Background: an optimization exercise with open tools, aiming at small area. Do not read the settings as production practice.
Where RTL was checked, it was by simulation tests only, not by an equivalence proof against the original.
The RTL of run 2 was laid out without a check of its function.
Power and IR drop assume default switching activity.

<file path="flow/config.mk">
export PLATFORM = sky130hd
export DESIGN_NAME = motion_map_arbiter
export DESIGN_NICKNAME = motion_map_arbiter
export VERILOG_FILES = /design/flow/design.v
export SDC_FILE = /design/flow/constraint.sdc
export NUM_CORES = 4
export LEC_CHECK = 0
export CAP_MARGIN = 20
export CORE_MARGIN = 2
export CORE_UTILIZATION = 40
export SLEW_MARGIN = 20
</file>
<file path="flow/constraint.sdc">
create_clock -name core_clock -period 8.0 [get_ports {pclk}]
set_input_delay 1.6000 -clock core_clock [delete_from_list [all_inputs] [get_ports {pclk}]]
set_output_delay 1.6000 -clock core_clock [all_outputs]
set_load 0.01 [all_outputs]
</file>
<file path="flow/design.v">
module motion_map_arbiter #(
  parameter int unsigned NTILES       = 256,
  parameter int unsigned AW           = 8,
  parameter logic        VS_POL       = 1'b1,
  parameter int unsigned ALARM_MIN    = 4,
  parameter int unsigned ALARM_FRAMES = 2
) (
  input  logic          pclk,
  input  logic          rst,
  input  logic          s_pVSync,
  input  logic          vec_we,
  input  logic [AW-1:0] vec_addr,
  input  logic          motion_detected,
  input  logic          r0_req,
  input  logic [AW-1:0] r0_addr,
  input  logic          r1_req,
  input  logic [AW-1:0] r1_addr,
  output logic          r0_gnt,
  output logic          r0_data,
  output logic          r1_gnt,
  output logic          r1_data,
  output logic [8:0]    active_tiles,
  output logic          frame_done,
  output logic          alarm
);
  localparam int unsigned CW = 9;
  localparam int unsigned SW = 3;
  logic [NTILES-1:0] bank0;
  logic [NTILES-1:0] bank1;
  logic              sel;
  logic              vs_q;
  logic [CW-1:0]     cnt;
  logic [SW-1:0]     streak;
  logic              last_gnt;
  logic              boundary_c;
  logic [NTILES-1:0] w_bank_c;
  logic [NTILES-1:0] r_bank_c;
  logic              old_bit_c;
  logic [CW-1:0]     cnt_next_c;
  logic [SW-1:0]     streak_next_c;
  logic              elig0_c;
  logic              elig1_c;
  logic              grant0_c;
  logic              grant1_c;
  always_comb begin
    boundary_c    = (s_pVSync == VS_POL) && (vs_q != VS_POL);
    w_bank_c      = sel ? bank1 : bank0;
    r_bank_c      = sel ? bank0 : bank1;
    old_bit_c     = w_bank_c[vec_addr];
    cnt_next_c    = cnt;
    streak_next_c = '0;
    if (vec_we && !old_bit_c && motion_detected) begin
      cnt_next_c = cnt + CW'(1);
    end else if (vec_we && old_bit_c && !motion_detected) begin
      cnt_next_c = cnt - CW'(1);
    end
    if (32'(cnt_next_c) >= ALARM_MIN) begin
      streak_next_c = (streak == '1) ? streak : streak + SW'(1);
    end
    elig0_c  = r0_req && !r0_gnt;
    elig1_c  = r1_req && !r1_gnt;
    grant0_c = elig0_c && (!elig1_c || last_gnt);
    grant1_c = elig1_c && !grant0_c;
  end
  always_ff @(posedge pclk or posedge rst) begin
    if (rst) begin
      bank0        <= '0;
      bank1        <= '0;
      sel          <= 1'b0;
      vs_q         <= VS_POL;
      cnt          <= '0;
      streak       <= '0;
      active_tiles <= '0;
      frame_done   <= 1'b0;
      alarm        <= 1'b0;
      r0_gnt       <= 1'b0;
      r0_data      <= 1'b0;
      r1_gnt       <= 1'b0;
      r1_data      <= 1'b0;
      last_gnt     <= 1'b1;
    end else begin
      vs_q       <= s_pVSync;
      frame_done <= boundary_c;
      if (vec_we) begin
        if (sel) bank1[vec_addr] <= motion_detected;
        else     bank0[vec_addr] <= motion_detected;
      end
      if (boundary_c) begin
        if (sel) bank0 <= '0;
        else     bank1 <= '0;
        sel          <= ~sel;
        active_tiles <= cnt_next_c;
        cnt          <= '0;
        streak       <= streak_next_c;
        alarm        <= (32'(streak_next_c) >= ALARM_FRAMES);
      end else begin
        cnt <= cnt_next_c;
      end
      r0_gnt  <= grant0_c;
      r0_data <= grant0_c ? r_bank_c[r0_addr] : 1'b0;
      r1_gnt  <= grant1_c;
      r1_data <= grant1_c ? r_bank_c[r1_addr] : 1'b0;
      if (grant0_c)      last_gnt <= 1'b0;
      else if (grant1_c) last_gnt <= 1'b1;
    end
  end
endmodule
</file>
<file path="flow/run.sh">
#!/bin/bash
# synth_recipe.tcl (not shown) runs the flow's synth.tcl, then flattens the netlist and writes it again
# the make line also repeats each setting of config.mk as NAME=value (left out here)
make -C /OpenROAD-flow-scripts/flow DESIGN_CONFIG=/design/flow/config.mk WORK_HOME=/design/flow/orfs CLKGATE_MAP_FILE= SYNTH_SCRIPT=/design/flow/synth_recipe.tcl finish
</file>
==> flow_summary.ini, run 1 <==
[cells_and_area]
fin_nets = 3376
mostFrequentLayoutCells = o21ai_0, dfrtp_1, a21oi_1
multi_input_area_mm2 = 0.02115
regArea_mm2 = 0.01357
fillerInstances = 8339
layout_commonest_cell = o21ai_0
drive_above_1_share_pct = 21.40
fin_area_mm2 = 0.03963
area_growth_pct = 9.683

[detailed_routing]
dr_total_vias = 32250
routedWlPerCell_um = 31.41
finalWirelength_mm = 143.1
ant_nets = 0
drtIter0Drc = 5378
first_pass_iters = 6
drc_errors = 0
vias_per_cell = 7.077

[critical_path]
worstPathMaxFanout = 21
crit_path_end_kind = flip-flop
arrival_ns = 6.42
critPathKind = in2reg
reg2reg_depth = 12
critPathRequiredTime_ns = 8.49
crit_path_start_kind = primary input

[global_route]
grt-ovfl-total = 0
grt_pass1_wl_mm = 214.9
grt_max_degree = 185
grtUsageTotal_pct = 30.82
grt_pass1_vias = 31040
grt_antenna_before_repair = 14

[yosys]
syn_area_mm2 = 0.03613
async_flop_share_pct = 100.0
yosysWarnings = 1
syn_nets = 3525
yosysTopAreaCell = dfrtp_1
synth_cell_types = 68
ys_seq_area_share_pct = 37.55
synthCells = 3487
synth_area_per_cell_um2 = 10.36
netlist.area_leader.share_pct = 37.40
synth_ff_type = dfrtp_1
synth_edf_count = 0
ys_ff_latch = 542
yosys-top-cells-area = dfrtp_1, mux4_2, o21ai_0

[sta]
final.setup.tns_ns = 0
fin_skew_ns = 0.02758
rsz0062_at_grt = false
period_needed_ns = 5.937
hold-worst-slack_ns = 0.4782
relSlewSlack_pct = 16.04
setup_viol = 0
finalHoldViolCount = 0
worstMarginPinSlew_ns = 1.259
slew_viol_final = 0
fin_crit_sh_pct = 74.21
fmax_ghz = 0.1684

[clock_tree]
cts_setup_buffers = 0
ctsHoldBuffers = 0
cts_tree = built
clkTransAtPathRegs_ns = 0.05
numCtsBuffers = 66
clk_latency_ns = 0.64
cts_root_buffer = clkbuf_16
clock_sinks = 542
cts_buffer_depth = 3
htreeDepth = 3
cts_resized = 0

[power]
total_power_mw = 7.909
share_seq_of_total_power_pct = 37.4
ir_worst_vdd_v = 0.0001469
p_switching_mw = 2.653
pwr-share-clk_pct = 38.3
p_sw_share_pct = 33.55
p_comb_share_pct = 24.3
p_int_mw = 5.256
powerDensity_mw_per_mm2 = 199.6
p_leak_nw = 14.83

[floorplanning]
ios = 46
coreArea_mm2 = 0.08974
die_x_um = 304.5
rows = 110
dieArea_mm2 = 0.09275
fp.dieH_um = 304.5
start_util_pct = 40.26

[placement]
dpl.hpwl_mm = 92.15
port_buffers = 45
gp_congestion = 0.9849
dpl-instance-area_mm2 = 0.03747

[worst_hold_path]
hold_class = reg2reg
min_path_cells = 2

[outcome]
status = timing/DRC/antenna clean

[job]
cap_violations = 0
[power by group through the flow]
stage,sequential [mW],combinational [mW],clock (mW)
final,2.96,1.92,3.03
after global routing,2.97,2.02,3.16
after CTS,2.95,1.88,3.04
after detailed placement,3.00,1.88,0
after global placement,3.00,1.87,0
after floorplan,2.93,1.46,0
[stage by stage]
step                      worst slack [ns]  util [%]  cells
after CTS                            2.325     44.11   4553
after floorplan                    -0.9703         -   3487
after global placement               1.506     41.74   4444
after global routing                 1.955     44.16   4555
after detailed placement             1.719     41.75   4444
final                                2.063     44.16   4557
[area by class of cell]
| cell class | count | share of cell area [%] |
|---|---|---|
| Sequential cell | 542 | 34.24 |
| Tap cell | 1176 | 3.713 |
| Clock buffer | 90 | 4.783 |
| Inverter | 10 | 0.1042 |
| Multi-Input combinational cell | 2582 | 53.37 |
| Timing Repair Buffer | 136 | 3.217 |
| Clock inverter | 19 | 0.5588 |
| Antenna cell | 2 | 0.01263 |
[flip-flops by register name, indices dropped and copies added (netlist names)]
signal / cells
r0_data: 1
last_gnt: 1
active_tiles: 9
r1_data: 1
vs_q: 1
bank0: 256
r0_gnt: 1
cnt: 9
bank1: 256
alarm: 1
streak: 3
sel: 1
r1_gnt: 1
frame_done: 1
[logic make-up (layout without fill, tap and decap cells)]
kind of cell	Yosys count	count (layout)	synth area share [%]
AOI/OAI and AO/OA	1152	1152	16.68
xor gates and xnor gates	14	14	0.3394
adders and majority gates	7	7	0.2424
buffers and inverters	363	255	4.325
DFF	542	542	37.55
muxes	504	504	30.01
other	0	2	0
and+or+nand+nor	905	905	10.85
[critical path, cell delays in order]
cell and delay (ns):
buf_2 0.46, buf_4 0.43, nand2b_1 0.42, o221ai_1 0.30
nor3_1 0.06, a2111oi_0 0.77, o2111ai_1 0.29, o211ai_1 0.34
o21ai_2 0.28, a2111oi_2 0.58, o21ai_0 0.24, a2111oi_4 0.50
nor3_1 0.11
[cells in the mapped netlist, drive strengths merged, types with 2 or more instances]
cell / instances
a2111oi: 6
a211oi: 3
a21o: 2
a21oi: 524
a22oi: 11
a311oi: 7
a31oi: 12
and2: 23
and3: 13
buf: 80
clkbuf: 273
dfrtp: 540
dfstp: 2
ha: 7
inv: 9
mux2: 9
mux2i: 33
mux4: 462
nand2: 510
nand2b: 18
nand3: 159
nand4: 14
nor2: 99
nor2b: 9
nor3: 35
nor4: 4
o2111ai: 4
o211ai: 4
o21a: 3
o21ai: 550
o221ai: 3
o22ai: 10
o311ai: 2
o32ai: 2
or2: 6
or3: 9
xnor2: 7
xor2: 7
[per-layer routing]
metal	part of all wire [%]	wire, um	vias to the layer above	GRT usage (%)
met5	0.064	92	-	0
met1	38	53750	16370	42.47
met2	43	62190	2492	44.73
li1	-	-	12910	-
met3	14	19690	467	9.784
met4	5.2	7414	16	13.44
[worst paths after layout]
path	startpoint	endpoint	slack [ns]
worst max-delay path	vec_addr[0]	alarm	2.06
worst min-delay path	active_tiles[6]	active_tiles[6]	0.48
worst max register to register	sel	alarm	2.36
worst min register to register	active_tiles[6]	active_tiles[6]	0.48
max in group asynchronous	rst	bank1[214]	4.97
min in group asynchronous	rst	bank1[104]	1.34
==> run 2, diff against run 1 <==
==> flow/design.v (replaced) <==
module motion_map_arbiter #(
  parameter int unsigned NTILES       = 256,
  parameter int unsigned AW           = 8,
  parameter logic        VS_POL       = 1'b1,
  parameter int unsigned ALARM_MIN    = 4,
  parameter int unsigned ALARM_FRAMES = 2
) (
  input  logic          pclk,
  input  logic          rst,
  input  logic          s_pVSync,
  input  logic          vec_we,
  input  logic [AW-1:0] vec_addr,
  input  logic          motion_detected,
  input  logic          r0_req,
  input  logic [AW-1:0] r0_addr,
  input  logic          r1_req,
  input  logic [AW-1:0] r1_addr,
  output logic          r0_gnt,
  output logic          r0_data,
  output logic          r1_gnt,
  output logic          r1_data,
  output logic [8:0]    active_tiles,
  output logic          frame_done,
  output logic          alarm
);
  localparam int unsigned CW = 9;
  logic [NTILES-1:0] wmap;
  logic [NTILES-1:0] dmap;
  logic [NTILES-1:0] wmap_n;
  logic              wz;
  logic              dv;
  logic              vs_q;
  logic [CW-1:0]     cnt;
  logic              prev_hi;
  logic              last_gnt;
  logic              dbit;
  logic              boundary_c;
  logic              old_bit_c;
  logic [CW-1:0]     cnt_eff_c;
  logic [CW-1:0]     cnt_next_c;
  logic              hi_c;
  logic              elig0_c;
  logic              elig1_c;
  logic              grant0_c;
  logic              grant1_c;
  logic [AW-1:0]     raddr_c;
  logic [NTILES-1:0] dmap_n;
  logic [15:0]       rset_c;
  logic [15:0]       rclr_c;
  logic [15:0]       cset_c;
  logic [15:0]       cclr_c;
  always_comb begin
    boundary_c = (s_pVSync == VS_POL) && (vs_q != VS_POL);
    for (int r = 0; r < 16; r++) begin
      rset_c[r] = vec_we && motion_detected && (vec_addr[7:4] == 4'(r));
      rclr_c[r] = (vec_we && !motion_detected && (vec_addr[7:4] == 4'(r))) || wz;
    end
    for (int c = 0; c < 16; c++) begin
      cset_c[c] = (vec_addr[3:0] == 4'(c));
      cclr_c[c] = (vec_addr[3:0] == 4'(c)) || wz;
    end
    for (int i = 0; i < NTILES; i++) begin
      wmap_n[i] = (rset_c[i/16] && cset_c[i%16]) ||
                  (wmap[i] && !(rclr_c[i/16] && cclr_c[i%16]));
      dmap_n[i] = (boundary_c && wmap_n[i]) || (!boundary_c && dmap[i]);
    end
    old_bit_c  = wmap[vec_addr] && !wz;
    cnt_eff_c  = wz ? '0 : cnt;
    cnt_next_c = cnt_eff_c;
    if (vec_we && !old_bit_c && motion_detected) begin
      cnt_next_c = cnt_eff_c + CW'(1);
    end else if (vec_we && old_bit_c && !motion_detected) begin
      cnt_next_c = cnt_eff_c - CW'(1);
    end
    hi_c     = 32'(cnt_next_c) >= ALARM_MIN;
    elig0_c  = r0_req && !r0_gnt;
    elig1_c  = r1_req && !r1_gnt;
    grant0_c = elig0_c && (!elig1_c || last_gnt);
    grant1_c = elig1_c && !grant0_c;
    raddr_c  = grant0_c ? r0_addr : r1_addr;
  end
  always_ff @(posedge pclk) begin
    wmap <= wmap_n;
    dmap <= dmap_n;
    cnt  <= cnt_next_c;
    dbit <= dv && dmap[raddr_c];
  end
  always_ff @(posedge pclk or posedge rst) begin
    if (rst) begin
      wz           <= 1'b1;
      dv           <= 1'b0;
      vs_q         <= VS_POL;
      prev_hi      <= 1'b0;
      active_tiles <= '0;
      frame_done   <= 1'b0;
      alarm        <= 1'b0;
      r0_gnt       <= 1'b0;
      r1_gnt       <= 1'b0;
      last_gnt     <= 1'b1;
    end else begin
      vs_q       <= s_pVSync;
      frame_done <= boundary_c;
      wz         <= boundary_c;
      if (boundary_c) begin
        dv           <= 1'b1;
        active_tiles <= cnt_next_c;
        prev_hi      <= hi_c;
        alarm        <= prev_hi && hi_c;
      end
      r0_gnt <= grant0_c;
      r1_gnt <= grant1_c;
      if (grant0_c)      last_gnt <= 1'b0;
      else if (grant1_c) last_gnt <= 1'b1;
    end
  end
  assign r0_data = r0_gnt && dbit;
  assign r1_data = r1_gnt && dbit;
endmodule
--- a/flow/config.mk
+++ b/flow/config.mk
@@ -8,4 +8,5 @@
 export CAP_MARGIN = 20
 export CORE_MARGIN = 2
-export CORE_UTILIZATION = 40
+export CORE_UTILIZATION = 70
+export CTS_BUF_LIST = sky130_fd_sc_hd__clkbuf_4 sky130_fd_sc_hd__clkbuf_8
 export SLEW_MARGIN = 20
==> flow_summary.ini, run 2 <==
[yosys]
synth_ff_type = dfxtp_1
ys_ff_latch = 540
netlist.area_leader.share_pct = 35.14
yosysTopAreaCell = edfxtp_1
yosysWarnings = 1
synth_edf_count = 256
syn_nets = 1768
synth_commonest_cells = o21ai_0, dfxtp_1, edfxtp_1
synth_cell_types = 54
synth_area_per_cell_um2 = 12.61
async_flop_share_pct = 3.333
syn_area_mm2 = 0.02188
yosys-top-cells-area = edfxtp_1, dfxtp_1, o21ai_0
yosysMostFrequentCell = o21ai_0
synthCells = 1735
ys_seq_area_share_pct = 61.56

[cells_and_area]
fin_area_mm2 = 0.02465
area_growth_pct = 12.67
fin_nets = 1802
layout_commonest_cell = o21ai_0
utilization_pct = 80.37
mostFrequentLayoutCells = o21ai_0, dfxtp_1, edfxtp_1
drive_above_1_share_pct = 17.52

[job]
cap_violations = 0

[detailed_routing]
vias_per_cell = 7.227
drtIter0Drc = 2497
routedWlPerCell_um = 28.96
first_pass_iters = 6
dr_total_vias = 16150
drc_errors = 0
ant_nets = 0
finalWirelength_mm = 64.72

[global_route]
grt-ovfl-total = 0
grtUsageTotal_pct = 39.54
grt_max_degree = 153
grt_antenna_before_repair = 1
grt_pass1_wl_mm = 95.88
grt_pass1_vias = 15680

[floorplanning]
start_util_pct = 71.33
dieArea_mm2 = 0.03268
fp.dieH_um = 180.8
ios = 46
coreArea_mm2 = 0.03067
rows = 64
die_x_um = 180.8

[outcome]
status = timing/DRC/antenna clean

[sta]
setup_slack_ns = 2.517
final.setup.tns_ns = 0
finalHoldViolCount = 0
hold-worst-slack_ns = 0.4712
relSlewSlack_pct = 15.00
slew_viol_final = 0
fin_crit_sh_pct = 68.53
fmax_ghz = 0.1824
period_needed_ns = 5.483
worstMarginPinSlew_ns = 1.272
fin_skew_ns = 0.02988
setup_viol = 0
rsz0062_at_grt = false

[critical_path]
worstReg2RegStart = r0_gnt
critPathRequiredTime_ns = 8.48
worstPathMaxFanout = 38
arrival_ns = 5.96
cp-startpoint = vec_addr[2]
crit_end = alarm
crit_path_end_kind = flip-flop
reg2reg_depth = 12
r2r-end = dbit
critPathKind = in2reg
crit_path_start_kind = primary input
r2r_slack_ns = 3.66

[placement]
dpl.hpwl_mm = 38.73
port_buffers = 45
gp_congestion = 0.9020
dp_slack_ns = 2.041
dpl-instance-area_mm2 = 0.02269

[clock_tree]
cts_setup_buffers = 0
numCtsBuffers = 83
clk_latency_ns = 0.64
cts_resized = 0
cts_root_buffer = clkbuf_8
clock_sinks = 540
clkTransAtPathRegs_ns = 0.06
ctsHoldBuffers = 0
htreeDepth = 3
cts_tree = built
cts_buffer_depth = 3

[power]
powerDensity_mw_per_mm2 = 256.9
p_leak_nw = 8.674
ir_worst_vdd_v = 0.0002318

[worst_hold_path]
hold_class = reg2reg
run 2: cell types whose count changed in the layout (fill, tap and decap cells not counted), sizes merged, moves of 83 or more:
cell | before | now
dfrtp | 540 | 15
a21oi | 524 | 47
nand2 | 510 | 59
mux4 | 462 | 92
dfxtp | 0 | 266
edfxtp | 0 | 256
nand3 | 159 | 23
mux2i | 33 | 116
run 2: report_power, final:
| group | leakage (nW) | internal, mW | switching, mW |
|---|---|---|---|
| Combinational | 2.82 | 0.281 | 0.441 |
| Sequential | 4.86 | 3.00 | 0.0516 |
| Clock | 1.00 | 1.45 | 1.11 |
run 2: per-layer routing:
layer | vias up | global-route usage, % | wire, um
met5 | - | 0 | 0
met4 | 0 | 18.23 | 3249
li1 | 6715 | - | -
met2 | 1319 | 58.78 | 28870
met3 | 237 | 11.05 | 8813
met1 | 7882 | 54.78 | 23780
run 2: kinds of logic after synthesis:
| kind of cell | count (synthesis) | share of synthesized area (%) |
|---|---|---|
| xor gates and xnor gates | 3 | 0.1545 |
| and+or+nand+nor | 179 | 4.129 |
| buffers and inverters | 138 | 2.699 |
| muxes | 217 | 15.33 |
| adders and majority gates | 2 | 0.1144 |
| DFF | 540 | 61.56 |
| AOI/OAI and AO/OA | 656 | 16.01 |
run 2: cell type report:
| type | instances | area (um^2) |
|---|---|---|
| Fill cell | 1823 | 6021 |
| Sequential cell | 540 | 13470 |
| Multi-Input combinational cell | 1057 | 7989 |
| Inverter | 8 | 37.54 |
| Clock buffer | 124 | 1556 |
| Clock inverter | 30 | 329.1 |
| Tap cell | 396 | 495.5 |
| Timing Repair Buffer | 79 | 772.0 |
| Antenna cell | 1 | 2.502 |
run 2: how the worst min path moves through the flow:
stage	end	from	cells after the start
after floorplan	dv	dv	2
after global placement	cnt[8]	cnt[8]	1
after detailed placement	active_tiles[4]	active_tiles[4]	2
after CTS	active_tiles[4]	active_tiles[4]	2
after global routing	active_tiles[7]	active_tiles[7]	2
final	active_tiles[4]	active_tiles[4]	2
run 2: critical path, stage by stage:
cell and delay [ns]:
buf_2 0.75, nor2b_2 1.03, a22oi_1 0.22, nand3_1 0.18, nand4_1 0.16, a211oi_2 0.28
a21oi_1 0.12, a21oi_2 0.54, mux2i_1 0.30, mux2i_1 0.15, nor4_1 0.43, a32oi_2 0.16
run 2: per-stage QoR:
stage / std cells / total power, mW
after floorplan: 1735 / 3.540
after global placement: 2076 / 3.785
after detailed placement: 2077 / 3.805
after CTS: 2231 / 6.307
after global routing: 2234 / 6.489
final: 2235 / 6.333
==> run 3, diff against run 2 <==
--- a/flow/design.v
+++ b/flow/design.v
@@ -50,4 +50,8 @@
   logic [15:0]       cset_c;
   logic [15:0]       cclr_c;
+  logic              wbit_c;
+  logic              rbit_c;
+  mm_rd256 u_wrd (.m(wmap), .a(vec_addr), .y(wbit_c));
+  mm_rd256 u_drd (.m(dmap), .a(raddr_c),  .y(rbit_c));
   always_comb begin
     boundary_c = (s_pVSync == VS_POL) && (vs_q != VS_POL);
@@ -65,5 +69,5 @@
       dmap_n[i] = (boundary_c && wmap_n[i]) || (!boundary_c && dmap[i]);
     end
-    old_bit_c  = wmap[vec_addr] && !wz;
+    old_bit_c  = wbit_c && !wz;
     cnt_eff_c  = wz ? '0 : cnt;
     cnt_next_c = cnt_eff_c;
@@ -84,5 +88,5 @@
     dmap <= dmap_n;
     cnt  <= cnt_next_c;
-    dbit <= dv && dmap[raddr_c];
+    dbit <= dv && rbit_c;
   end
   always_ff @(posedge pclk or posedge rst) begin
@@ -117,2 +121,61 @@
   assign r1_data = r1_gnt && dbit;
 endmodule
+module mm_rd256 (
+  input  logic [255:0] m,
+  input  logic [7:0]   a,
+  output logic         y
+);
+  logic [7:0]  s0;
+  logic [7:0]  s1;
+  logic [3:0]  s2;
+  logic [31:0] l1;
+  logic [3:0]  l2;
+  always_comb begin
+    for (int i = 0; i < 8; i++) begin
+      s0[i] = (a[2:0] == 3'(i));
+      s1[i] = (a[5:3] == 3'(i));
+    end
+    for (int i = 0; i < 4; i++) begin
+      s2[i] = (a[7:6] == 2'(i));
+    end
+  end
+  for (genvar i = 0; i < 32; i++) begin : g_l1
+    mm_sel8 u (.a(m[i*8 +: 8]), .s(s0), .y(l1[i]));
+  end
+  for (genvar i = 0; i < 4; i++) begin : g_l2
+    mm_sel8 u (.a(l1[i*8 +: 8]), .s(s1), .y(l2[i]));
+  end
+  mm_sel4 u_l3 (.a(l2), .s(s2), .y(y));
+endmodule
+module mm_sel8 (
+  input  logic [7:0] a,
+  input  logic [7:0] s,
+  output logic       y
+);
+  logic [1:0] n;
+  mm_aoi3 u0 (.a(a[2:0]), .s(s[2:0]), .yn(n[0]));
+  mm_aoi3 u1 (.a(a[5:3]), .s(s[5:3]), .yn(n[1]));
+  mm_fin2 u2 (.n(n), .a(a[7:6]), .s(s[7:6]), .y(y));
+endmodule
+module mm_aoi3 (
+  input  logic [2:0] a,
+  input  logic [2:0] s,
+  output logic       yn
+);
+  assign yn = !((a[0] && s[0]) || (a[1] && s[1]) || (a[2] && s[2]));
+endmodule
+module mm_fin2 (
+  input  logic [1:0] n,
+  input  logic [1:0] a,
+  input  logic [1:0] s,
+  output logic       y
+);
+  assign y = !(n[0] && n[1] && !((a[0] && s[0]) || (a[1] && s[1])));
+endmodule
+module mm_sel4 (
+  input  logic [3:0] a,
+  input  logic [3:0] s,
+  output logic       y
+);
+  assign y = |(a & s);
+endmodule
--- a/flow/config.mk
+++ b/flow/config.mk
@@ -9,4 +9,8 @@
 export CORE_MARGIN = 2
 export CORE_UTILIZATION = 70
-export CTS_BUF_LIST = sky130_fd_sc_hd__clkbuf_4 sky130_fd_sc_hd__clkbuf_8
+export CTS_BUF_LIST = sky130_fd_sc_hd__clkbuf_8
+export CTS_CLUSTER_DIAMETER = 60
+export CTS_CLUSTER_SIZE = 10
 export SLEW_MARGIN = 20
+export SYNTH_HIERARCHICAL = 1
+export SYNTH_MINIMUM_KEEP_SIZE = 0
==> flow_summary.ini, run 3 <==
[outcome]
status = timing/DRC/antenna clean

[clock_tree]
clk_latency_ns = 0.63
cts_buffer_depth = 3
clkTransAtPathRegs_ns = 0.07
cts_root_buffer = clkbuf_8
ctsHoldBuffers = 0
htreeDepth = 2
clock_sinks = 540
numCtsBuffers = 59
cts_tree = built
cts_setup_buffers = 0
cts_resized = 0

[global_route]
grt_antenna_before_repair = 2
grt_pass1_vias = 16410
top_usage_layer = met2
grt_util_met2_pct = 66.82
grt-ovfl-total = 0
grtUsageMet3_pct = 16.40
grt_max_degree = 142
grtUsageTotal_pct = 44.73
grt_use_met1_pct = 56.95
grt_pass1_wl_mm = 100.2

[power]
p_leak_nw = 7.622
total_power_mw = 5.171
ir_worst_vdd_v = 0.0001629
powerDensity_mw_per_mm2 = 232.2

[critical_path]
crit_path_start_kind = primary input
worstPathMaxFanout = 32
crit_path_end_kind = flip-flop
worstReg2RegStart = last_gnt
critPathRequiredTime_ns = 8.55
cp_cell_sequence = clkdlybuf4s50_1, and3b_2, a222oi_1, nand3_1, a222oi_1, nand3_1, a22oi_1, nand2_1, nand2b_1, or4_1, a22oi_1, mux2i_1, nor2_1, a31oi_1
critPathKind = in2reg
slowest_delay_ns = 0.96
crit_slowest_cell = clkdlybuf4s50_1
cp-startpoint = vec_addr[2]
arrival_ns = 6.88

[yosys]
synth_area_per_cell_um2 = 12.00
syn_nets = 1719
synth_commonest_cells = o21ai_0, dfxtp_1, edfxtp_1
synth_cell_types = 45
yosysMostFrequentCell = o21ai_0
ys_ff_latch = 540
synthCells = 1686
synth_ff_type = dfxtp_1
ys_seq_area_share_pct = 66.54
yosysTopAreaCell = edfxtp_1
syn_area_mm2 = 0.02024
yosysWarnings = 8
synth_edf_count = 256
yosys-top-cells-area = edfxtp_1, dfxtp_1, o21ai_0
async_flop_share_pct = 3.333
netlist.area_leader.share_pct = 37.98

[worst_hold_path]
hold_class = reg2reg
min_from = active_tiles[6]

[cells_and_area]
fillerInstances = 1859
mostFrequentLayoutCells = o21ai_0, dfxtp_1, edfxtp_1
stdcell_count = 2173
fin_nets = 1773
layout_commonest_cell = o21ai_0
area_growth_pct = 10.02
drive_above_1_share_pct = 8.394
utilization_pct = 77.79

[detailed_routing]
drtIter0Drc = 4120
dr_total_vias = 17010
ant_nets = 0
drc_errors = 0
finalWirelength_mm = 68.75
routedWlPerCell_um = 31.64
first_pass_iters = 12
vias_per_cell = 7.828

[sta]
fin_crit_sh_pct = 79.16
final.setup.tns_ns = 0
worstMarginPinSlew_ns = 1.240
period_needed_ns = 6.333
rsz0062_at_grt = false
fin_skew_ns = 0.02830
slew_viol_final = 0
finalHoldViolCount = 0
relSlewSlack_pct = 17.12
setup_viol = 0
fmax_ghz = 0.1579

[floorplanning]
dieArea_mm2 = 0.03029
rows = 62
ios = 46
coreArea_mm2 = 0.02863
start_util_pct = 70.71
fp.dieH_um = 174.0
die_x_um = 174.0

[job]
cap_violations = 0

[placement]
dpl.hpwl_mm = 39.61
port_buffers = 45
dp_cells = 2062
gp_congestion = 0.9233
## run 3: cell types whose count changed in the layout (fill, tap and decap cells not counted), moves of 41 or more
cell      delta
clkbuf_8    -41
mux2i_1    -104
a222oi_1   +144
mux4_2      -92
a22oi_1     +43
nand3_1     +57
inv_1       +51
## run 3: logic make-up (layout without fill, tap and decap cells)
group,after synthesis,after routing,share of synthesized area (%)
AOI/OAI and AO/OA,788,788,24.22
DFF,540,540,66.54
and+or+nand+nor,242,242,6.405
buffers and inverters,96,197,1.793
muxes,14,14,0.7480
xor gates and xnor gates,4,4,0.1731
adders and majority gates,2,2,0.1236
other,0,2,0
## run 3: final timing paths
path	slack [ns]	depth (start not counted)	end
min in group asynchronous	1.41	2	r1_gnt
max in group asynchronous	6.07	2	prev_hi
max reg2reg	3.50	11	dbit
max	1.67	14	alarm
min	0.48	2	active_tiles[6]
min reg2reg	0.48	2	active_tiles[6]
## run 3: area by class of cell
| class | instances | area (um^2) | area share, % |
|---|---|---|---|
| repair buffers | 77 | 706.9 | 3.175 |
| clock buffers | 59 | 812.0 | 3.647 |
| diodes | 2 | 5.005 | 0.02248 |
| inverters | 12 | 52.55 | 0.2360 |
| clock inverters | 49 | 195.2 | 0.8766 |
| multi-input cells | 1050 | 6548 | 29.41 |
| well taps | 384 | 480.5 | 2.158 |
| flip-flops and latches | 540 | 13470 | 60.48 |
## run 3: through the flow
step	hold WS (ns)	setup WS (ns)	cell area (um^2)
final	0.4759	1.667	22270
after global routing	0.5201	1.642	22260
after CTS	0.4789	1.935	22220
after detailed placement	0.4619	1.303	21220
after global placement	0.4565	1.512	21200
after floorplan	0.4259	2.254	20240
## run 3: critical path: cells and delay by family
family,cells,cell delay [ns]
and+or+nand+nor,7,2.09
muxes,1,0.29
AOI/OAI and AO/OA,5,1.90
buffers and inverters,1,0.96
## run 3: metal layers
metal	part of all wire (%)	wire length, um
met2	43	29840
met3	17	11370
met1	34	23040
met4	6.5	4487
met5	0	0
## run 3: per-module statistics from Yosys, one instance, submodules excluded, excerpt
module | cells | flip-flops and latches | cell area [um^2] | times used
mm_aoi3 | 1 | 0 | 10.01 | 144
mm_fin2 | 2 | 0 | 12.51 | 72
mm_rd256 | 20 | 0 | 152.6 | 2
mm_sel4 | 3 | 0 | 18.77 | 2
motion_map_arbiter | 1352 | 540 | 17550 | 1
## run 3: power breakdown
part	switching, mW	internal, mW
logic	0.390	0.141
clock network	0.944	0.686
registers	0.0365	2.97
==> run 4, diff against run 3 <==
--- a/flow/design.v
+++ b/flow/design.v
@@ -52,4 +52,9 @@
   logic              wbit_c;
   logic              rbit_c;
+  logic boundary_n_c;
+  assign boundary_n_c = !boundary_c;
+  for (genvar i = 0; i < NTILES; i++) begin : g_dld
+    mm_ld u (.ld(boundary_c), .hold(boundary_n_c), .d(wmap_n[i]), .q(dmap[i]), .y(dmap_n[i]));
+  end
   mm_rd256 u_wrd (.m(wmap), .a(vec_addr), .y(wbit_c));
   mm_rd256 u_drd (.m(dmap), .a(raddr_c),  .y(rbit_c));
@@ -67,5 +72,4 @@
       wmap_n[i] = (rset_c[i/16] && cset_c[i%16]) ||
                   (wmap[i] && !(rclr_c[i/16] && cclr_c[i%16]));
-      dmap_n[i] = (boundary_c && wmap_n[i]) || (!boundary_c && dmap[i]);
     end
     old_bit_c  = wbit_c && !wz;
@@ -180,2 +184,11 @@
   assign y = |(a & s);
 endmodule
+module mm_ld (
+  input  logic ld,
+  input  logic hold,
+  input  logic d,
+  input  logic q,
+  output logic y
+);
+  assign y = (ld && d) || (hold && q);
+endmodule
--- a/flow/config.mk
+++ b/flow/config.mk
@@ -8,8 +8,8 @@
 export CAP_MARGIN = 20
 export CORE_MARGIN = 2
-export CORE_UTILIZATION = 70
+export CORE_UTILIZATION = 60
 export CTS_BUF_LIST = sky130_fd_sc_hd__clkbuf_8
 export CTS_CLUSTER_DIAMETER = 60
-export CTS_CLUSTER_SIZE = 10
+export CTS_CLUSTER_SIZE = 15
 export SLEW_MARGIN = 20
 export SYNTH_HIERARCHICAL = 1
==> flow_summary.ini, run 4 <==
[critical_path]
cp-startpoint = vec_addr[2]
worstPathMaxFanout = 32
slowest_delay_ns = 0.90
cp_cell_sequence = clkdlybuf4s50_1, and3b_2, a222oi_1, nand3_1, a222oi_1, nand3_1, a22oi_1, nand2_1, and2b_1, or4_4, nor2_1, nor3_1, or3b_1, a21oi_1
path_depth = 14
crit_path_start_kind = primary input
critPathKind = in2reg
crit_family = simple AND/OR/NAND/NOR gates
reg2reg_depth = 13
arrival_ns = 6.77
worstReg2RegStart = last_gnt
crit_slowest_cell = clkdlybuf4s50_1
crit_path_end_kind = flip-flop
critPathRequiredTime_ns = 8.54
r2r_slack_ns = 3.65
critPathBufInv = 1

[clock_tree]
cts_tree = built
clk_latency_ns = 0.63
cts_root_buffer = clkbuf_8
ctsHoldBuffers = 0
cts_resized = 0
cts_setup_buffers = 0
clkTransAtPathRegs_ns = 0.10
cts_buffer_depth = 3
numCtsBuffers = 42
htreeDepth = 2
clock_sinks = 540

[yosys]
synth_commonest_cells = dfxtp_1, o21ai_0, a22o_1
synth_cell_types = 55
ys_ff_latch = 540
async_flop_share_pct = 3.333
synth_edf_count = 0
synth_area_per_cell_um2 = 10.33
syn_area_mm2 = 0.01994
yosysWarnings = 8
netlist.area_leader.share_pct = 52.40
yosysTopAreaCell = dfxtp_1
syn_nets = 1963
ys_seq_area_share_pct = 54.67
yosys-top-cells-area = dfxtp_1, o21ai_0, a22o_1
yosysMostFrequentCell = dfxtp_1
synth_ff_type = dfxtp_1
synthCells = 1930

[placement]
gp_congestion = 0.9590
port_buffers = 45
dpl-instance-area_mm2 = 0.02105
dpl.hpwl_mm = 41.84

[global_route]
grt_antenna_before_repair = 2
grt-ovfl-total = 0
grt_pass1_wl_mm = 107.0
grtUsageTotal_pct = 40.07
grt_pass1_vias = 17270
grt_max_degree = 199

[sta]
rsz0062_at_grt = false
slew_viol_final = 0
fin_skew_ns = 0.03032
hold-worst-slack_ns = 0.4674
setup_viol = 0
period_needed_ns = 6.230
worstMarginPinSlew_ns = 1.227
final.setup.tns_ns = 0
fmax_ghz = 0.1605
fin_crit_sh_pct = 77.88
finalHoldViolCount = 0
relSlewSlack_pct = 17.96

[floorplanning]
dieArea_mm2 = 0.03472
coreArea_mm2 = 0.03262
start_util_pct = 61.14
rows = 66
die_x_um = 186.3
ios = 46
fp.dieH_um = 186.3

[power]
p_leak_nw = 7.746
powerDensity_mw_per_mm2 = 214.3
ir_worst_vdd_v = 0.0002046

[cells_and_area]
reg_top3 = dmap: 256 flops, wmap: 256 flops
area_growth_pct = 9.165
drive_above_1_share_pct = 7.700
mostFrequentLayoutCells = dfxtp_1, o21ai_0, a22o_1
fin_nets = 2010
fin_area_mm2 = 0.02177
layout_commonest_cell = dfxtp_1
num_antenna_cells = 0

[worst_hold_path]
min_from = dv
min_path_cells = 1
hold_class = reg2reg

[detailed_routing]
drc_errors = 0
dr_total_vias = 18340
finalWirelength_mm = 71.86
vias_per_cell = 7.551
ant_nets = 0
first_pass_iters = 8
drtIter0Drc = 3364
routedWlPerCell_um = 29.58

[outcome]
status = timing/DRC/antenna clean

[job]
cap_violations = 0
run 4: power breakdown:
group / switching (mW) / total, mW / internal, mW
registers: 0.0383 / 2.79 / 2.75
clock network: 0.871 / 1.41 / 0.543
logic: 0.345 / 0.464 / 0.119
total: 1.25 / 4.67 / 3.41
run 4: cells by family (layout without fill, tap and decap cells):
kind of cell / after synthesis / after routing / synth area share (%)
XOR/XNOR: 2 / 2 / 0.1820
multiplexers: 10 / 10 / 0.5584
flip-flops: 540 / 540 / 54.67
AND/OR/NAND/NOR: 248 / 248 / 6.951
AO/OA/AOI/OAI: 1042 / 1042 / 35.86
buffers and inverters: 86 / 143 / 1.650
adder cells (fa/ha/maj): 2 / 2 / 0.1255
run 4: final timing paths:
| kind | endpoint |
|---|---|
| max reg2reg | dbit |
| min | dv |
| min in group asynchronous | dv |
| max | prev_hi |
| min reg2reg | dv |
| max in group asynchronous | active_tiles[4] |
run 4: cell type report:
| class | count | area, um^2 |
|---|---|---|
| flip-flops and latches | 540 | 10900 |
| fillers | 2655 | 10850 |
| multi-input cells | 1304 | 8840 |
| repair buffers | 84 | 763.2 |
| clock buffers | 45 | 619.3 |
| well taps | 442 | 553.0 |
| clock inverters | 9 | 66.31 |
| inverters | 5 | 26.28 |
run 4: Yosys stat by module (local to each module, per instance), excerpt:
module	flip-flops and latches	copies in the design	cell area [um^2]	cells inside
motion_map_arbiter	540	1	15020	1340
mm_rd256	0	2	152.6	20
mm_sel4	0	2	18.77	3
mm_fin2	0	72	12.51	2
mm_aoi3	0	144	10.01	1
mm_ld	0	256	8.758	1
run 4: through the flow:
stage / utilization, % / instances / setup slack [ns] / power, mW
final: 66.75 / 2429 / 1.770 / 4.666
after detailed placement: 64.55 / 2374 / 1.408 / 3.289
after global placement: 64.46 / 2374 / 1.544 / 3.278
after CTS: 66.65 / 2428 / 2.020 / 4.653
after global routing: 66.75 / 2429 / 1.615 / 4.785
after floorplan: - / 1930 / 0.2431 / 3.065
run 4: worst reg2reg max path: cells and delay by family, from the launching register on:
kind	cells	cell delay (ns)
buffers and inverters	2	0.57
AOI/OAI and AO/OA	3	1.53
and+or+nand+nor	7	1.16
DFF	1	0.54
muxes	1	0.45
run 4: per-layer routing:
metal  GRT usage, %  share of wire (%)  vias to the layer above
met4          23.63                6.7                        0
li1               -                  -                     7861
met2          59.46                 42                     1406
met3          7.956                 13                      316
met5              0                  0                        -
met1          54.48                 38                     8758
==> run 5, diff against run 4 <==
==> flow/flow/run.sh (new file) <==
#!/bin/bash
# The standard layout (standard.sh, unchanged synthesis) with two changes:
#  - clock tree synthesis without dummy loads, with clkbuf_8 leaf clusters;
#  - port buffers use the smallest buffer cell instead of a delay cell.
set -euo pipefail
export CTS_ARGS="-sink_clustering_enable -repair_clock_nets -dont_use_dummy_load -buf_list sky130_fd_sc_hd__clkbuf_8 -sink_clustering_size 15 -sink_clustering_max_diameter 60"
export BUFFER_PORTS_ARGS="-buffer_cell sky130_fd_sc_hd__buf_1"
bash standard.sh > standard.log 2>&1
==> flow/standard.sh (new file) <==
#!/bin/bash
# synth_recipe.tcl (not shown) runs the flow's synth.tcl, then flattens the netlist and writes it again
# the make line also repeats each setting of config.mk as NAME=value (left out here)
make -C /OpenROAD-flow-scripts/flow DESIGN_CONFIG=/design/flow/config.mk WORK_HOME=/design/flow/orfs CLKGATE_MAP_FILE= SYNTH_SCRIPT=/design/flow/synth_recipe.tcl "${@:-finish}"
--- a/flow/config.mk
+++ b/flow/config.mk
@@ -9,7 +9,4 @@
 export CORE_MARGIN = 2
 export CORE_UTILIZATION = 60
-export CTS_BUF_LIST = sky130_fd_sc_hd__clkbuf_8
-export CTS_CLUSTER_DIAMETER = 60
-export CTS_CLUSTER_SIZE = 15
 export SLEW_MARGIN = 20
 export SYNTH_HIERARCHICAL = 1
removed: flow/run.sh
==> flow_summary.ini, run 5 <==
[power]
powerDensity_mw_per_mm2 = 213.6
pwr-share-clk_pct = 29.0
share_seq_of_total_power_pct = 61.0
p_comb_share_pct = 10.0
p_int_mw = 3.325
p_switching_mw = 1.249
ir_worst_vdd_v = 0.0001487
p_sw_share_pct = 27.30
p_leak_nw = 7.567

[floorplanning]
start_util_pct = 61.14
die_x_um = 186.3
fp.dieH_um = 186.3
rows = 66
ios = 46
coreArea_mm2 = 0.03262
dieArea_mm2 = 0.03472

[cells_and_area]
fillerInstances = 2678
layout_commonest_cell = dfxtp_1
multi_input_area_mm2 = 0.008853
regArea_mm2 = 0.01090
drive_above_1_share_pct = 7.583
reg_top3 = dmap: 256 flops, wmap: 256 flops
fin_nets = 2013
utilization_pct = 65.65
area_growth_pct = 7.365
mostFrequentLayoutCells = dfxtp_1, o21ai_0, a22o_1

[yosys]
synth.mux.area_fraction_pct = 0.5583
synthCells = 1930
syn_nets = 1963
yosysWarnings = 8
async_flop_share_pct = 3.333
yosysTopAreaCell = dfxtp_1
synthAdderAreaFrac_pct = 0.1255
synth_commonest_cells = dfxtp_1, o21ai_0, a22o_1
yosys-top-cells-area = dfxtp_1, o21ai_0, a22o_1
ys_ff_latch = 540
synth_ff_type = dfxtp_1
synth_cell_types = 55
synth_compound_area_share_pct = 35.86
yosysMostFrequentCell = dfxtp_1
synth_area_per_cell_um2 = 10.33
ys_seq_area_share_pct = 54.67
syn_area_mm2 = 0.01994
synth_top_family_by_area = compound AO/OA/AOI/OAI gates
synthSimpleGateAreaFrac_pct = 6.951
netlist.area_leader.share_pct = 52.40
synth_xor_area_share_pct = 0.1819
synth_edf_count = 0

[clock_tree]
cts_root_buffer = clkbuf_8
cts_resized = 0
cts_setup_buffers = 0
numCtsBuffers = 42
cts_buffer_depth = 3
clock_sinks = 540
htreeDepth = 2
cts_tree = built
ctsHoldBuffers = 0
clkTransAtPathRegs_ns = 0.09
clk_latency_ns = 0.62

[placement]
port_buffers = 45
gp_congestion = 0.9666
dpl.hpwl_mm = 42.59
dp_slack_ns = 1.697

[sta]
fin_crit_sh_pct = 74.20
relSlewSlack_pct = 14.47
slew_viol_final = 0
setup_slack_ns = 2.064
setup_viol = 0
finalHoldViolCount = 0
period_needed_ns = 5.936
worstMarginPinSlew_ns = 1.279
rsz0062_at_grt = false
final.setup.tns_ns = 0
fin_skew_ns = 0.03107
fmax_ghz = 0.1685

[global_route]
grt_pass1_wl_mm = 108.0
grt_pass1_vias = 17210
grt-ovfl-total = 0
grt_max_degree = 107
grtUsageTotal_pct = 40.58
grt_antenna_before_repair = 4

[detailed_routing]
routedWlPerCell_um = 30.24
ant_nets = 0
dr_total_vias = 18480
first_pass_iters = 12
drc_errors = 0
drtIter0Drc = 3212
finalWirelength_mm = 73.29
vias_per_cell = 7.622

[worst_hold_path]
hold_class = reg2reg

[outcome]
status = timing/DRC/antenna clean

[critical_path]
crit_slowest_cell = and3b_2
critPathRequiredTime_ns = 8.52
critPathBufInv = 1
crit_path_end_kind = flip-flop
critPathKind = in2reg
arrival_ns = 6.46
crit_family = simple AND/OR/NAND/NOR gates
cp_cell_sequence = buf_1, and3b_2, a222oi_1, nand3_1, a222oi_1, nand3_1, a22oi_1, nand2_1, and2b_1, or4_4, nor2_1, nor3_1, or3b_1, a21oi_1
worstPathMaxFanout = 32
crit_path_start_kind = primary input
slowest_delay_ns = 0.63

[job]
cap_violations = 0
==> run 5: cell counts after synthesis <==
Identical to the previous run, type by type.
==> run 5: final timing paths <==
check                            start               to  slack, ns  cells after the start
setup / recovery           vec_addr[1]          prev_hi       2.06                     14
hold / removal                      dv               dv       0.47                      1
setup reg to reg              last_gnt             dbit       3.60                     13
hold reg to reg                     dv               dv       0.47                      1
max in group asynchronous          rst               dv       6.49                      2
min in group asynchronous          rst  active_tiles[0]       1.06                      2
==> run 5: worst reg2reg max path, delay by kind of cell (launching register included) <==
family | cells | cell delay (ns)
AND/OR/NAND/NOR | 7 | 1.11
flip-flops | 1 | 0.54
buffers and inverters | 2 | 0.59
multiplexers | 1 | 0.45
AO/OA/AOI/OAI | 3 | 1.61
==> run 5: Yosys stat by module (local to each module, per instance), excerpt <==
module,cells,flops+latches
mm_ld,1,0
motion_map_arbiter,1340,540
mm_aoi3,1,0
mm_rd256,20,0
mm_fin2,2,0
mm_sel4,3,0
==> run 5: routing by layer <==
metal | vias to the layer above | GRT usage [%] | part of all wire, % | wire length (um)
li1 | 7869 | - | - | -
met1 | 8793 | 53.95 | 38 | 27910
met2 | 1471 | 58.65 | 41 | 30270
met3 | 343 | 10.65 | 14 | 9918
met4 | 0 | 26.00 | 7.1 | 5191
met5 | - | 0 | 0 | 0
==> run 5: cell type report <==
type | instances | share of cell area [%]
multi-input combinational | 1304 | 41.35
antenna | 4 | 0.04675
timing repair buffer | 87 | 2.279
clock buffer | 42 | 2.700
sequential | 540 | 50.92
tap | 442 | 2.583
inverter | 5 | 0.1227
==> run 5: cells by family (layout without fill, tap and decap cells) <==
family / Yosys count / count (layout)
flops: 540 / 540
xor+xnor: 2 / 2
simple gates: 248 / 248
fa+ha+maj: 2 / 2
other cells: 0 / 4
compound gates: 1042 / 1042
buf+inv: 86 / 134
mux: 10 / 10
==> run 5: power by group through the flow <==
stage / Sequential (mW) / Clock, mW / Combinational [mW]
final: 2.79 / 1.33 / 0.455
after global routing: 2.80 / 1.42 / 0.460
after CTS: 2.79 / 1.32 / 0.427
after detailed placement: 2.85 / 0 / 0.427
after global placement: 2.85 / 0 / 0.419
after floorplan: 2.84 / 0 / 0.225
==> run 5: metrics by stage <==
| stage | std cells | cell area, um^2 | hold WS (ns) | power, mW |
|---|---|---|---|---|
| after CTS | 2420 | 21380 | 0.4685 | 4.540 |
| after detailed placement | 2378 | 20800 | 0.4475 | 3.276 |
| after floorplan | 1930 | 19950 | 0.4259 | 3.065 |
| final | 2424 | 21410 | 0.4678 | 4.574 |
| after global placement | 2377 | 20760 | 0.4441 | 3.267 |
| after global routing | 2420 | 21400 | 0.4880 | 4.681 |
==> run 6, diff against run 5 <==
--- a/flow/config.mk
+++ b/flow/config.mk
@@ -6,8 +6,8 @@
 export NUM_CORES = 4
 export LEC_CHECK = 0
-export CAP_MARGIN = 20
+export CAP_MARGIN = 5
 export CORE_MARGIN = 2
 export CORE_UTILIZATION = 60
-export SLEW_MARGIN = 20
+export SLEW_MARGIN = 5
 export SYNTH_HIERARCHICAL = 1
 export SYNTH_MINIMUM_KEEP_SIZE = 0
==> flow_summary.ini, run 6 <==
[outcome]
status = timing/DRC/antenna clean

[sta]
fmax_ghz = 0.1706
finalHoldViolCount = 0
period_needed_ns = 5.860
fin_skew_ns = 0.04093
final.setup.tns_ns = 0
slew_viol_final = 0
hold-worst-slack_ns = 0.4682
setup_viol = 0
fin_crit_sh_pct = 73.26
worstMarginPinSlew_ns = 1.369
rsz0062_at_grt = false
relSlewSlack_pct = 8.299

[global_route]
grt_pass1_wl_mm = 108.3
grt_antenna_before_repair = 3
grtUsageTotal_pct = 40.66
grt-ovfl-total = 0
top_usage_layer = met2
grt_use_met1_pct = 54.24
grt_util_met2_pct = 59.73
grt_pass1_vias = 17210
grt_max_degree = 107
grtUsageMet3_pct = 10.65

[critical_path]
r2r_slack_ns = 3.68
reg2reg_depth = 13
worstReg2RegStart = last_gnt
cp_cell_sequence = buf_1, and3b_2, a222oi_1, nand3_1, a222oi_1, nand3_1, a22oi_1, nand2_1, and2b_1, or4_4, nor2_1, nor3_1, or3b_1, a21oi_1
r2r-end = dbit
crit_slowest_cell = and3b_2
crit_path_end_kind = flip-flop
worstPathMaxFanout = 32
critPathRequiredTime_ns = 8.54
arrival_ns = 6.41
slowest_delay_ns = 0.63
critPathKind = in2reg
crit_path_start_kind = primary input

[clock_tree]
cts_resized = 0
clkTransAtPathRegs_ns = 0.09
clock_sinks = 540
cts_buffer_depth = 3
cts_tree = built
htreeDepth = 2
clk_latency_ns = 0.62
cts_setup_buffers = 0
ctsHoldBuffers = 0
numCtsBuffers = 43
cts_root_buffer = clkbuf_8

[placement]
gp_congestion = 0.9666
port_buffers = 45
dpl.hpwl_mm = 42.48
dpl-instance-area_mm2 = 0.02076

[power]
total_power_mw = 4.578
ir_worst_vdd_v = 0.0001433
p_leak_nw = 7.572
powerDensity_mw_per_mm2 = 214.1

[detailed_routing]
finalWirelength_mm = 73.06
ant_nets = 0
drc_errors = 0
drtIter0Drc = 3373
first_pass_iters = 8
routedWlPerCell_um = 30.14
dr_total_vias = 18310
vias_per_cell = 7.553

[cells_and_area]
reg_top3 = dmap: 256 flops, wmap: 256 flops
mostFrequentLayoutCells = dfxtp_1, o21ai_0, a22o_1
fin_area_mm2 = 0.02138
fin_nets = 2015
drive_above_1_share_pct = 7.172
area_growth_pct = 7.183
layout_commonest_cell = dfxtp_1

[yosys]
netlist.area_leader.share_pct = 52.40
ys_seq_area_share_pct = 54.67
ys_ff_latch = 540
synth_edf_count = 0
synth_commonest_cells = dfxtp_1, o21ai_0, a22o_1
yosysMostFrequentCell = dfxtp_1
synthCells = 1930
synth_area_per_cell_um2 = 10.33
syn_nets = 1963
synth_ff_type = dfxtp_1
yosys-top-cells-area = dfxtp_1, o21ai_0, a22o_1
yosysWarnings = 8
async_flop_share_pct = 3.333
synth_cell_types = 55
syn_area_mm2 = 0.01994
yosysTopAreaCell = dfxtp_1

[worst_hold_path]
hold_class = reg2reg
min_from = dv
min_path_cells = 1
holdPathEnd = dv

[floorplanning]
rows = 66
die_x_um = 186.3
ios = 46
fp.dieH_um = 186.3
coreArea_mm2 = 0.03262
dieArea_mm2 = 0.03472
start_util_pct = 61.14

[job]
cap_violations = 0
[run 6: cell count changes in the layout (fill, tap and decap cells not counted), moves of 2 or more]
cell | previous run | this run
a21oi_1 | 20 | 25
a21oi_2 | 5 | 0
a31oi_1 | 1 | 5
a31oi_2 | 9 | 5
buf_4 | 41 | 43
diode_2 | 4 | 2
[run 6: logic make-up (layout without fill, tap and decap cells)]
kind of cell / after synthesis / after routing / share of synthesized area (%)
and+or+nand+nor: 248 / 248 / 6.951
muxes: 10 / 10 / 0.5584
adders and majority gates: 2 / 2 / 0.1255
DFF: 540 / 540 / 54.67
other: 0 / 2 / 0
xor gates and xnor gates: 2 / 2 / 0.1820
AOI/OAI and AO/OA: 1042 / 1042 / 35.86
buffers and inverters: 86 / 136 / 1.650
[run 6: layout make-up]
class / count / area, um^2
fill: 2688 / 11240
inverter: 5 / 26.28
timing repair buffer: 88 / 491.7
antenna: 2 / 5.005
sequential: 540 / 10900
multi-input combinational: 1304 / 8805
tap: 442 / 553.0
clock buffer: 43 / 591.8
[run 6: how the worst max path moves through the flow]
stage,startpoint,cells past startpoint,endpoint,slack [ns]
after CTS,vec_addr[2],14,prev_hi,2.36
after global routing,vec_addr[2],14,prev_hi,1.93
after floorplan,s_pVSync,3,active_tiles[5],0.24
after detailed placement,vec_addr[2],14,prev_hi,1.71
final,vec_addr[2],14,prev_hi,2.14
after global placement,vec_addr[2],14,alarm,1.81
[run 6: critical path, delay by kind of cell]
kind / cells / cell delay (ns)
compound gates: 4 / 1.54
buf+inv: 1 / 0.58
simple gates: 9 / 2.66
[run 6: per-module statistics from Yosys, one instance, submodules excluded, a selection]
| module | cell area (um^2) | times used | flip-flops and latches |
|---|---|---|---|
| mm_fin2 | 12.51 | 72 | 0 |
| mm_ld | 8.758 | 256 | 0 |
| mm_aoi3 | 10.01 | 144 | 0 |
| mm_rd256 | 152.6 | 2 | 0 |
| motion_map_arbiter | 15020 | 1 | 540 |
| mm_sel4 | 18.77 | 2 | 0 |
[run 6: power by group]
part           switching [mW]  total, mW  internal [mW]  leakage [nW]
Sequential             0.0387       2.79           2.75          4.44
Combinational           0.351      0.452          0.101          2.83
Clock                   0.852       1.34          0.483         0.309
Total                    1.24       4.58           3.34          7.57
[run 6: layer usage]
metal	share of wire [%]	vias to the layer above
li1	-	7860
met3	13	336
met1	39	8734
met2	42	1378
met4	6.5	0
met5	0	-
[run 6: per-stage QoR]
step	instances	setup slack, ns	utilization (%)
final	2424	2.140	65.54
after detailed placement	2377	1.709	63.66
after CTS	2420	2.358	65.47
after floorplan	1930	0.2431	-
after global placement	2377	1.809	63.66
after global routing	2422	1.933	65.52
==> run 7, diff against run 6 <==
--- a/flow/config.mk
+++ b/flow/config.mk
@@ -8,5 +8,6 @@
 export CAP_MARGIN = 5
 export CORE_MARGIN = 2
-export CORE_UTILIZATION = 60
+export CORE_UTILIZATION = 45
+export PLACE_DENSITY = 0.7
 export SLEW_MARGIN = 5
 export SYNTH_HIERARCHICAL = 1
==> flow_summary.ini, run 7 <==
[outcome]
status = timing/DRC/antenna clean

[floorplanning]
dieArea_mm2 = 0.04602
fp.dieH_um = 214.5
die_x_um = 214.5
start_util_pct = 45.30
rows = 77
ios = 46
coreArea_mm2 = 0.04403

[sta]
rsz0062_at_grt = false
setup_viol = 0
relSlewSlack_pct = 6.411
final.setup.tns_ns = 0
period_needed_ns = 5.739
fin_crit_sh_pct = 71.73
fin_skew_ns = 0.05587
fmax_ghz = 0.1743
finalHoldViolCount = 0
worstMarginPinSlew_ns = 1.404
slew_viol_final = 0

[cells_and_area]
regArea_mm2 = 0.01090
fin_nets = 2006
multi_input_area_mm2 = 0.008822
reg_top3 = dmap: 256 flops, wmap: 256 flops
drive_above_1_share_pct = 7.103
mostFrequentLayoutCells = dfxtp_1, o21ai_0, a22o_1
fillerInstances = 4010
stdcell_count = 2564
area_growth_pct = 7.955
fin_area_mm2 = 0.02153
layout_commonest_cell = dfxtp_1
utilization_pct = 48.90

[critical_path]
crit_slowest_cell = a222oi_1
crit_family = simple AND/OR/NAND/NOR gates
worstPathMaxFanout = 32
r2r_slack_ns = 3.74
crit_path_end_kind = flip-flop
critPathRequiredTime_ns = 8.58
crit_path_start_kind = primary input
arrival_ns = 6.32
slowest_delay_ns = 0.68
critPathBufInv = 1
cp_cell_sequence = buf_1, and3b_2, a222oi_1, nand3_1, a222oi_1, nand3_1, a22oi_1, nand2_1, and2b_1, or4_4, nor2_1, nor3_1, or3b_1, a21oi_1
critPathKind = in2reg

[clock_tree]
clk_latency_ns = 0.67
numCtsBuffers = 44
cts_resized = 0
cts_tree = built
clkTransAtPathRegs_ns = 0.09
cts_root_buffer = clkbuf_8
cts_buffer_depth = 3
htreeDepth = 2
cts_setup_buffers = 0
clock_sinks = 540
ctsHoldBuffers = 0

[placement]
dp_cells = 2519
gp_congestion = 0.9582
port_buffers = 45
dpl-instance-area_mm2 = 0.02092
dpl.hpwl_mm = 43.67

[yosys]
synth_ff_type = dfxtp_1
syn_nets = 1963
synthCells = 1930
ys_ff_latch = 540
yosysWarnings = 8
netlist.area_leader.share_pct = 52.40
async_flop_share_pct = 3.333
synth_edf_count = 0
synth_commonest_cells = dfxtp_1, o21ai_0, a22o_1
synth_cell_types = 55
synth_area_per_cell_um2 = 10.33
yosys-top-cells-area = dfxtp_1, o21ai_0, a22o_1
yosysTopAreaCell = dfxtp_1
syn_area_mm2 = 0.01994
ys_seq_area_share_pct = 54.67
yosysMostFrequentCell = dfxtp_1

[global_route]
grtUsageTotal_pct = 31.06
grt_pass1_wl_mm = 110.3
grt_max_degree = 185
grt-ovfl-total = 0
grt_antenna_before_repair = 3
grt_pass1_vias = 17650

[detailed_routing]
ant_nets = 0
dr_total_vias = 18440
finalWirelength_mm = 74.16
drc_errors = 0
vias_per_cell = 7.193
routedWlPerCell_um = 28.92
drtIter0Drc = 3354
first_pass_iters = 10

[worst_hold_path]
hold_class = reg2reg

[power]
powerDensity_mw_per_mm2 = 213.8
p_leak_nw = 7.538
ir_worst_vdd_v = 0.0001037
total_power_mw = 4.603

[job]
cap_violations = 0
## run 7: cell counts after synthesis
Identical to the previous run, type by type.
## run 7: stage by stage
| stage | setup WS (ns) | hold WS, ns |
|---|---|---|
| 2_1_floorplan | 0.2431 | 0.4259 |
| 3_3_place_gp | 2.023 | 0.4488 |
| 3_5_place_dp | 1.816 | 0.4503 |
| 4_1_cts | 2.503 | 0.4714 |
| 5_1_grt | 2.228 | 0.4868 |
| 6_report | 2.261 | 0.4708 |
## run 7: cell type report
type | count | area share, %
Antenna cell | 1 | 0.01162
Clock buffer | 44 | 2.813
Inverter | 5 | 0.1220
Multi-Input combinational cell | 1304 | 40.98
Sequential cell | 540 | 50.65
Tap cell | 592 | 3.440
Timing Repair Buffer | 78 | 1.993
## run 7: final timing paths
kind | start | to | cells past startpoint
worst max-delay path | vec_addr[2] | alarm | 14
worst min-delay path | dmap[190] | dmap[190] | 1
worst max register to register | last_gnt | dbit | 12
worst min register to register | dmap[190] | dmap[190] | 1
max in group asynchronous | rst | active_tiles[1] | 2
min in group asynchronous | rst | active_tiles[7] | 2
## run 7: kinds of logic after synthesis
| group | Yosys count | synth area share [%] |
|---|---|---|
| compound gates | 1042 | 35.86 |
| flops | 540 | 54.67 |
| simple gates | 248 | 6.951 |
| buf+inv | 86 | 1.650 |
| mux | 10 | 0.5584 |
| xor+xnor | 2 | 0.1820 |
| fa+ha+maj | 2 | 0.1255 |
## run 7: routing by layer
layer,track usage (%),part of all wire (%),vias to the layer above
met5,0,0.031,-
met4,19.98,7.1,4
met3,7.589,12,362
met2,46.46,42,1388
met1,40.15,38,8843
li1,-,-,7846
## run 7: Yosys stat by module (local to each module, per instance), a selection
module,cell area (um^2),copies in the design,cells inside,flops+latches
mm_rd256,152.6,2,20,0
mm_fin2,12.51,72,2,0
mm_aoi3,10.01,144,1,0
mm_ld,8.758,256,1,0
mm_sel4,18.77,2,3,0
motion_map_arbiter,15020,1,1340,540
## run 7: report_power, final
part / leakage [nW] / total [mW] / internal (mW) / switching [mW]
logic: 2.79 / 0.450 / 0.0968 / 0.353
clock network: 0.316 / 1.37 / 0.493 / 0.874
registers: 4.44 / 2.79 / 2.75 / 0.0350
==> run 8, diff against run 7 <==
==> flow/flow/run.sh (replaced) <==
#!/bin/bash
# The standard layout (standard.sh, unchanged synthesis) with two changes:
#  - clock tree synthesis without dummy loads, with clkbuf_8 leaf clusters;
#  - port buffers use the smallest buffer cell instead of a delay cell.
set -euo pipefail
export CTS_ARGS="-sink_clustering_enable -repair_clock_nets -dont_use_dummy_load -buf_list sky130_fd_sc_hd__clkbuf_8 -sink_clustering_size 15 -sink_clustering_max_diameter 80"
export BUFFER_PORTS_ARGS="-buffer_cell sky130_fd_sc_hd__buf_1"
bash standard.sh > standard.log 2>&1
==> flow_summary.ini, run 8 <==
[cells_and_area]
drive_above_1_share_pct = 6.961
fin_nets = 2003
area_growth_pct = 7.748
fillerInstances = 4028
layout_commonest_cell = dfxtp_1
mostFrequentLayoutCells = dfxtp_1, o21ai_0, a22o_1
fin_area_mm2 = 0.02149
stdcell_count = 2561
reg_top3 = dmap: 256 flops, wmap: 256 flops

[yosys]
ys_ff_latch = 540
synth_cell_types = 55
async_flop_share_pct = 3.333
synth_xor_area_share_pct = 0.1819
netlist.area_leader.share_pct = 52.40
synth_top_family_by_area = compound AO/OA/AOI/OAI gates
syn_nets = 1963
synth.mux.area_fraction_pct = 0.5583
synth_commonest_cells = dfxtp_1, o21ai_0, a22o_1
synth_compound_area_share_pct = 35.86
synth_area_per_cell_um2 = 10.33
synthCells = 1930
synthSimpleGateAreaFrac_pct = 6.951
syn_area_mm2 = 0.01994
yosysTopAreaCell = dfxtp_1
synth_edf_count = 0
synthAdderAreaFrac_pct = 0.1255
yosysMostFrequentCell = dfxtp_1
yosysWarnings = 8
yosys-top-cells-area = dfxtp_1, o21ai_0, a22o_1
ys_seq_area_share_pct = 54.67
synth_ff_type = dfxtp_1

[placement]
gp_congestion = 0.9582
dp_slack_ns = 1.816
port_buffers = 45
dpl-instance-area_mm2 = 0.02092
dpl.hpwl_mm = 43.67
dp_cells = 2519

[clock_tree]
ctsHoldBuffers = 0
cts_tree = built
cts_setup_buffers = 0
clkTransAtPathRegs_ns = 0.10
cts_root_buffer = clkbuf_8
clk_latency_ns = 0.68
cts_resized = 0
cts_buffer_depth = 3
htreeDepth = 2
clock_sinks = 540
numCtsBuffers = 41

[detailed_routing]
finalWirelength_mm = 74.27
routedWlPerCell_um = 29.00
dr_total_vias = 18450
first_pass_iters = 10
drtIter0Drc = 3672
vias_per_cell = 7.205
drc_errors = 0
ant_nets = 0

[floorplanning]
dieArea_mm2 = 0.04602
start_util_pct = 45.30
coreArea_mm2 = 0.04403
rows = 77
fp.dieH_um = 214.5
die_x_um = 214.5
ios = 46

[critical_path]
worstPathMaxFanout = 32
path_depth = 14
critPathRequiredTime_ns = 8.56
critPathKind = in2reg
r2r-end = dbit
cp_cell_sequence = buf_1, and3b_2, a222oi_1, nand3_1, a222oi_1, nand3_1, a22oi_1, nand2_1, and2b_1, or4_4, nor2_1, nor3_1, or3b_1, a21oi_1
r2r_slack_ns = 3.74
crit_family = simple AND/OR/NAND/NOR gates
crit_path_end_kind = flip-flop
crit_slowest_cell = a222oi_1
arrival_ns = 6.35
crit_path_start_kind = primary input
worstReg2RegStart = last_gnt
reg2reg_depth = 12
critPathBufInv = 1
slowest_delay_ns = 0.68

[global_route]
grt-ovfl-total = 0
grt_max_degree = 185
grt_pass1_vias = 17630
grt_antenna_before_repair = 2
grt_pass1_wl_mm = 110.0
grtUsageTotal_pct = 31.05

[worst_hold_path]
min_from = dv
hold_class = reg2reg
holdPathEnd = dv
min_path_cells = 1

[power]
p_leak_nw = 7.517
p_sw_share_pct = 27.41
p_comb_share_pct = 9.9
powerDensity_mw_per_mm2 = 212.1
share_seq_of_total_power_pct = 61.1
p_int_mw = 3.309
ir_worst_vdd_v = 0.0001098
pwr-share-clk_pct = 29.0
p_switching_mw = 1.250

[sta]
period_needed_ns = 5.788
setup_viol = 0
fmax_ghz = 0.1728
final.setup.tns_ns = 0
rsz0062_at_grt = false
worstMarginPinSlew_ns = 1.396
relSlewSlack_pct = 6.923
finalHoldViolCount = 0
setup_slack_ns = 2.212
fin_skew_ns = 0.06608
fin_crit_sh_pct = 72.35
slew_viol_final = 0

[outcome]
status = timing/DRC/antenna clean

[job]
cap_violations = 0
run 8: cell counts after synthesis:
No cell type changed its count.
run 8: final cells by class:
class                      instances  area [um^2]  area share [%]
sequential                       540        10900           50.74
multi-input combinational       1304         8822           41.05
tap                              592        740.7           3.447
clock buffer                      41        564.3           2.626
timing repair buffer              78        429.2           1.997
inverter                           5        26.28          0.1223
antenna                            1        2.502         0.01164
run 8: cell families after synthesis:
logic type                 Yosys count
AOI/OAI and AO/OA                 1042
xor gates and xnor gates             2
adders and majority gates            2
buffers and inverters               86
DFF                                540
muxes                               10
and+or+nand+nor                    248
run 8: power groups by stage:
stage | logic [mW] | clock network (mW) | registers [mW]
after floorplan | 0.225 | 0 | 2.84
final | 0.450 | 1.32 | 2.79
after detailed placement | 0.426 | 0 | 2.85
after CTS | 0.427 | 1.33 | 2.78
after global placement | 0.420 | 0 | 2.84
after global routing | 0.461 | 1.42 | 2.79
run 8: layer usage:
metal  routed length (um)  share of wire (%)  GRT usage (%)  vias up
met5                   38              0.051              0        -
li1                     -                  -              -     7838
met2                31860                 43          46.74     1427
met3                 9339                 13          7.631      339
met1                28320                 38          40.29     8841
met4                 4717                6.4          18.87        6
run 8: worst max-delay path by stage:
stage | from | end | slack, ns
3_3_place_gp | vec_addr[2] | active_tiles[8] | 2.02
5_1_grt | vec_addr[2] | alarm | 2.22
2_1_floorplan | s_pVSync | active_tiles[5] | 0.24
3_5_place_dp | vec_addr[2] | alarm | 1.82
4_1_cts | vec_addr[2] | alarm | 2.51
6_report | vec_addr[2] | prev_hi | 2.21
run 8: Yosys stat by module, one instance, submodules excluded, excerpt:
module | cell area (um^2) | flip-flops and latches | cells inside
mm_fin2 | 12.51 | 0 | 2
mm_aoi3 | 10.01 | 0 | 1
mm_rd256 | 152.6 | 0 | 20
motion_map_arbiter | 15020 | 540 | 1340
mm_ld | 8.758 | 0 | 1
mm_sel4 | 18.77 | 0 | 3
run 8: per-stage QoR:
stage / hold WS (ns) / total power [mW] / utilization, %
floorplan: 0.4259 / 3.065 / -
global placement: 0.4488 / 3.264 / 47.51
detailed placement: 0.4503 / 3.272 / 47.51
CTS: 0.4728 / 4.541 / 48.79
global route: 0.4878 / 4.675 / 48.80
finish: 0.4731 / 4.559 / 48.81

==> re-timing with driven ports <==
No port has a modelled driver above. Below, the same layouts with a new extraction and two added sets of constraints. Step 1 assumes that a clkbuf_16 drives the clock port and a buf_2 every other input. Step 2, shift: input delay + t, output delay - t, t = (earliest + latest rising clock arrival at the registers) / 2. This alone moves slack from input paths to output paths. Slacks: no drivers / after step 1 / after step 2; pairs: no drivers / after step 1.
| run | t, ns | setup slack, ns | worst setup path at the end | worst register clock-pin slew, ns |
|---|---|---|---|---|
| run 1 | 0.700 | 2.063 / 2.114 / 1.414 | input to register | 0.07 / 0.07 |
| run 2 | 0.679 | 2.517 / 2.545 / 1.866 | input to register | 0.07 / 0.07 |
| run 3 | 0.669 | 1.667 / 1.687 / 1.018 | input to register | 0.08 / 0.08 |
| run 4 | 0.670 | 1.770 / 1.799 / 1.129 | input to register | 0.10 / 0.10 |
| run 5 | 0.660 | 2.064 / 2.091 / 1.431 | input to register | 0.10 / 0.10 |
| run 6 | 0.651 | 2.140 / 2.168 / 1.516 | input to register | 0.10 / 0.10 |
| run 7 | 0.691 | 2.261 / 2.268 / 1.577 | input to register | 0.10 / 0.10 |
| run 8 | 0.694 | 2.212 / 2.220 / 1.526 | input to register | 0.11 / 0.11 |
After both steps setup and hold are still met in every run listed. For run 8, which loses most, drivers alone change the setup slack by +0.008 ns; drivers and shift together by -0.686 ns.
